What follows belongs to an exercise in optimizing a design on an open flow for small area, a short achievable clock period and few clock cycles per item; a production flow would make more cautious choices.
In this exercise RTL edits were held to simulation tests only and were not proved equivalent to the original.

==> flow/design.v <==
package ksrq_pkg;
    localparam int CAPACITY_DEFAULT  = 16;
    localparam int KEY_WIDTH_DEFAULT = 32;
    localparam logic [1:0] CMD_INSERT = 2'd0;
    localparam logic [1:0] CMD_ERASE  = 2'd1;
    localparam logic [1:0] CMD_TEST   = 2'd2;
    localparam logic [1:0] CMD_SELECT = 2'd3;
endpackage
module key_set_with_rank_query (
    input  logic        aclk,
    input  logic        aresetn,
    input  logic        s_valid,
    output logic        s_ready,
    input  logic [1:0]  s_command,
    input  logic [31:0] s_key,
    input  logic [3:0]  s_rank,
    output logic        m_valid,
    input  logic        m_ready,
    output logic        m_success,
    output logic [31:0] m_selected_key,
    output logic [4:0]  m_item_count,
    output logic        m_table_full
);
    localparam int N  = 16;
    localparam int W  = 32;
    localparam int RW = 1 + 1 + 5 + W;  
    logic [W-1:0] key_q [N];
    logic [3:0]   rank_q [N];
    logic [N-1:0] val_q;
    logic [4:0]   cnt_q;
    logic         i_v;
    logic [1:0]   i_cmd;
    logic [W-1:0] i_key;
    logic [3:0]   i_rank;
    logic         x_v;
    logic [1:0]   x_cmd;
    logic [W-1:0] x_key;
    logic [3:0]   x_rank;
    logic [N-1:0] x_gt, x_eq;
    logic [N-1:0] x_lt, x_va;       
    logic         x_pgt, x_peq;
    logic [N-1:0] la_new;
    logic         la_ins, la_era;
    logic [N-1:0] pend_q;
    logic [3:0]   pend_rank_q;
    logic         pend_inc_q, pend_dec_q;
    logic          r0_v, r1_v;
    logic [RW-1:0] r0_d, r1_d;
    logic          go_q;        
    logic          c_v;
    logic [6:0]    c_res;
    logic [N-1:0]  c_hit;
    logic          s_ready_q;   
    logic [N-1:0] a_gt, a_eq;
    logic         a_pgt, a_peq;
    function automatic logic [3:0] popcount(input logic [N-1:0] v);
        logic [N-1:0] t;
        logic a, b;
        t = v;
        for (int p = 1; p < N; p = p * 2) begin
            for (int k = p; k >= 1; k = k / 2) begin
                for (int j = k % p; j + k < N; j = j + 2 * k) begin
                    for (int i = 0; i < k; i++) begin
                        if (i + j + k < N && ((i + j) / (p * 2)) == ((i + j + k) / (p * 2))) begin
                            a = t[i+j];
                            b = t[i+j+k];
                            t[i+j]   = a | b;
                            t[i+j+k] = a & b;
                        end
                    end
                end
            end
        end
        popcount[3] = t[7] & ~t[15];
        popcount[2] = (t[3] & ~t[7]) | (t[11] & ~t[15]);
        popcount[1] = (t[1] & ~t[3]) | (t[5] & ~t[7]) | (t[9] & ~t[11]) | (t[13] & ~t[15]);
        popcount[0] = ^v;
    endfunction
    always_comb begin
        for (int i = 0; i < N; i++) begin
            a_gt[i] = key_q[i] > i_key;
            a_eq[i] = key_q[i] == i_key;
        end
        a_pgt = x_key > i_key;
        a_peq = x_key == i_key;
    end
    logic [N-1:0] gt_c, eq_c, gt_v, free, we, fill, rk_hit;
    logic [3:0]   rank_b [N];
    logic         exec, found, full, ins, era, sel_ok, up_pre, dn_pre;
    logic [4:0]   cnt_n;
    logic [3:0]   rank_new, pend_val;
    logic         plt;
    logic [W-1:0] sel_key;
    logic [6:0]   b_res;
    logic [N-1:0] b_hit;
    logic [RW-1:0] res;
    always_comb begin
        for (int i = 0; i < N; i++) begin
            gt_c[i] = la_new[i] ? x_pgt : x_gt[i];
            eq_c[i] = la_new[i] ? x_peq : x_eq[i];
        end
        exec   = x_v && go_q;
        found  = |(val_q & eq_c);
        full   = cnt_q[4];
        up_pre = exec && x_cmd == ksrq_pkg::CMD_INSERT && !full;
        dn_pre = exec && x_cmd == ksrq_pkg::CMD_ERASE;
        ins    = up_pre && !found;
        era    = exec && x_cmd == ksrq_pkg::CMD_ERASE && found;
        sel_ok = x_cmd == ksrq_pkg::CMD_SELECT && {1'b0, x_rank} < cnt_q;
        gt_v = val_q & gt_c;
        free = ~val_q;
        for (int i = 0; i < N; i++) begin
            we[i]   = exec && x_cmd == ksrq_pkg::CMD_INSERT && free[i] &&
                      (i == 0 || !(|(free & ((N)'(1 << i) - 1'b1))));
            fill[i] = we[i] && !found;
        end
        rank_new = popcount(x_va & x_lt);
        plt      = !x_pgt && !x_peq;
        pend_val = pend_inc_q ? pend_rank_q + 4'd1 : pend_dec_q ? pend_rank_q - 4'd1 : pend_rank_q;
        for (int i = 0; i < N; i++) begin
            rank_b[i] = pend_q[i] ? pend_val : rank_q[i];
            rk_hit[i] = val_q[i] && rank_b[i] == x_rank;
        end
        cnt_n = ins ? cnt_q + 5'd1 : era ? cnt_q - 5'd1 : cnt_q;
        b_res[6]   = ins || era || (x_cmd == ksrq_pkg::CMD_TEST && found) || sel_ok;
        b_res[5]   = x_cmd == ksrq_pkg::CMD_INSERT && !found && full;
        b_res[4:0] = cnt_n;
        b_hit      = (x_cmd == ksrq_pkg::CMD_SELECT) ? rk_hit : '0;
    end
    always_comb begin
        sel_key = '0;
        for (int i = 0; i < N; i++) begin
            sel_key = sel_key | ({W{c_hit[i]}} & key_q[i]);
        end
        res = {c_res, sel_key};
    end
    always_ff @(posedge aclk) begin
        if (exec) begin
            c_res <= b_res;
            c_hit <= b_hit;
        end
    end
    always_ff @(posedge aclk) begin
        pend_rank_q <= rank_new;
        pend_inc_q  <= la_ins && plt;
        pend_dec_q  <= la_era && plt;
        x_va        <= val_q;
        for (int i = 0; i < N; i++) begin
            if (we[i]) begin
                key_q[i] <= x_key;
            end
            if (found) begin
                rank_q[i] <= (dn_pre && gt_v[i]) ? rank_b[i] - 4'd1 : rank_b[i];
            end else begin
                rank_q[i] <= (up_pre && gt_v[i]) ? rank_b[i] + 4'd1 : rank_b[i];
            end
        end
    end
    logic take, c_move, x_free;
    logic r0_vn, r1_vn, c_vn, i_vn, x_vn, go_n;
    always_comb begin
        take   = r0_v && m_ready;
        c_move = c_v && (!r1_v || take);
        x_free = !x_v || go_q;
        if (take) begin
            r0_vn = r1_v || c_move;
            r1_vn = r1_v && c_move;
        end else begin
            r0_vn = r0_v || c_move;
            r1_vn = r1_v || (r0_v && c_move);
        end
        c_vn = exec || (c_v && !c_move);
        go_n = !c_vn || !(r0_vn && r1_vn);
        i_vn = s_ready_q ? s_valid : i_v;
        x_vn = x_free ? i_v : x_v;
    end
    assign s_ready        = s_ready_q;
    assign m_valid        = r0_v;
    assign m_success      = r0_d[RW-1];
    assign m_table_full   = r0_d[RW-2];
    assign m_item_count   = r0_d[W+4:W];
    assign m_selected_key = r0_d[W-1:0];
    always_ff @(posedge aclk) begin
        if (take) begin
            r0_d <= r1_v ? r1_d : res;
        end else if (!r0_v) begin
            r0_d <= res;
        end
        if (take || !r1_v) begin
            r1_d <= res;
        end
    end
    always_ff @(posedge aclk) begin
        if (!i_v || x_free) begin   
            i_cmd  <= s_command;
            i_key  <= s_key;
            i_rank <= s_rank;
        end
        if (x_free) begin
            x_cmd  <= i_cmd;
            x_key  <= i_key;
            x_rank <= i_rank;
            x_gt   <= a_gt;
            x_eq   <= a_eq;
            x_lt   <= ~a_gt & ~a_eq;
            x_pgt  <= a_pgt;
            x_peq  <= a_peq;
        end else begin
            x_gt   <= gt_c;
            x_eq   <= eq_c;
            x_lt   <= ~gt_c & ~eq_c;
        end
    end
    always_ff @(posedge aclk) begin
        if (!aresetn) begin
            i_v       <= 1'b0;
            x_v       <= 1'b0;
            val_q     <= '0;
            cnt_q     <= '0;
            la_new    <= '0;
            la_ins    <= 1'b0;
            la_era    <= 1'b0;
            pend_q    <= '0;
            r0_v      <= 1'b0;
            r1_v      <= 1'b0;
            c_v       <= 1'b0;
            go_q      <= 1'b1;
            s_ready_q <= 1'b1;
        end else begin
            i_v <= i_vn;
            x_v <= x_vn;
            for (int i = 0; i < N; i++) begin
                if (fill[i]) begin
                    val_q[i] <= 1'b1;
                end else if (era && eq_c[i]) begin
                    val_q[i] <= 1'b0;
                end
            end
            cnt_q     <= cnt_n;
            la_new    <= we;
            la_ins    <= ins;
            la_era    <= era;
            pend_q    <= we;
            r0_v      <= r0_vn;
            r1_v      <= r1_vn;
            c_v       <= c_vn;
            go_q      <= go_n;
            s_ready_q <= !i_vn || !x_vn || go_n;
        end
    end
endmodule
Settings: LEC_CHECK=0, CAP_MARGIN=20, CORE_MARGIN=2, CORE_UTILIZATION=45, SETUP_SLACK_MARGIN=3.5, SLEW_MARGIN=20, TNS_END_PERCENT=10; clock period 6.5 ns.
run.sh (not shown) runs the stock make flow with config.mk's settings and CLKGATE_MAP_FILE= SYNTH_SCRIPT=/design/flow/synth_recipe.tcl, a recipe that flattens the netlist after the stock synthesis.
The baseline finished with timing, DRC and antenna clean.
Testbench counts at the start, summed over its fixed seeds: cycles 4,832, ops 4,800.
==> next run, changes <==
==> flow/flow/run.sh (new file) <==
#!/bin/bash
# The standard layout, with plain buffers (instead of the default delay cells)
# on the input and output ports. Every port still gets its own buffer.
set -euo pipefail
export BUFFER_PORTS_ARGS="-buffer_cell sky130_fd_sc_hd__buf_2"
bash standard.sh > standard.log 2>&1
==> flow/standard.sh (new file) <==
#!/bin/bash
# synth_recipe.tcl (not shown) runs the flow's synth.tcl, then flattens the netlist and writes it again
# the make line also repeats each setting of config.mk as NAME=value (left out here)
make -C /OpenROAD-flow-scripts/flow DESIGN_CONFIG=/design/flow/config.mk WORK_HOME=/design/flow/orfs CLKGATE_MAP_FILE= SYNTH_SCRIPT=/design/flow/synth_recipe.tcl "${@:-finish}"
removed: flow/run.sh
What happened: The changed run finished with timing, DRC and antenna clean; first-iteration DRC count falls by 3.4%; design area stays flat; count of clock-buffer cells in the layout falls by 2; core utilization barely changes; sequential cell count is unchanged; global-route usage falls by 0.12 points; maximum frequency falls by 1.5%; register-to-register slack got worse by 0.05 ns; critical path depth rises by 1; synthesized area does not change.

## static timing again, ports no longer ideal
How much do the figures lean on ideal ports? The routed layouts below were timed once more, with nothing changed but the port constraints. Step 1, drivers: a clkbuf_16 drives aclk and a buf_2 each remaining input, both assumed. Step 2 moves the port delays by t, midway between the first and last clock arrival at a register: inputs arrive t later, outputs are due t later. That takes back most of the time a late clock gives input paths. Slacks: no drivers / after step 1 / after step 2; pairs: no drivers / after step 1.
run	t (ns)	slack for setup (ns)	worst setup path after step 2
the first run	0.747	3.297 / 3.297 / 3.021	input to register
the second run	0.747	3.250 / 3.250 / 3.250	register to register
After both steps every run listed still meets setup and hold. The setup slack of the first run, which loses most, moves by 0.000 ns with the drivers and by -0.276 ns with both steps.
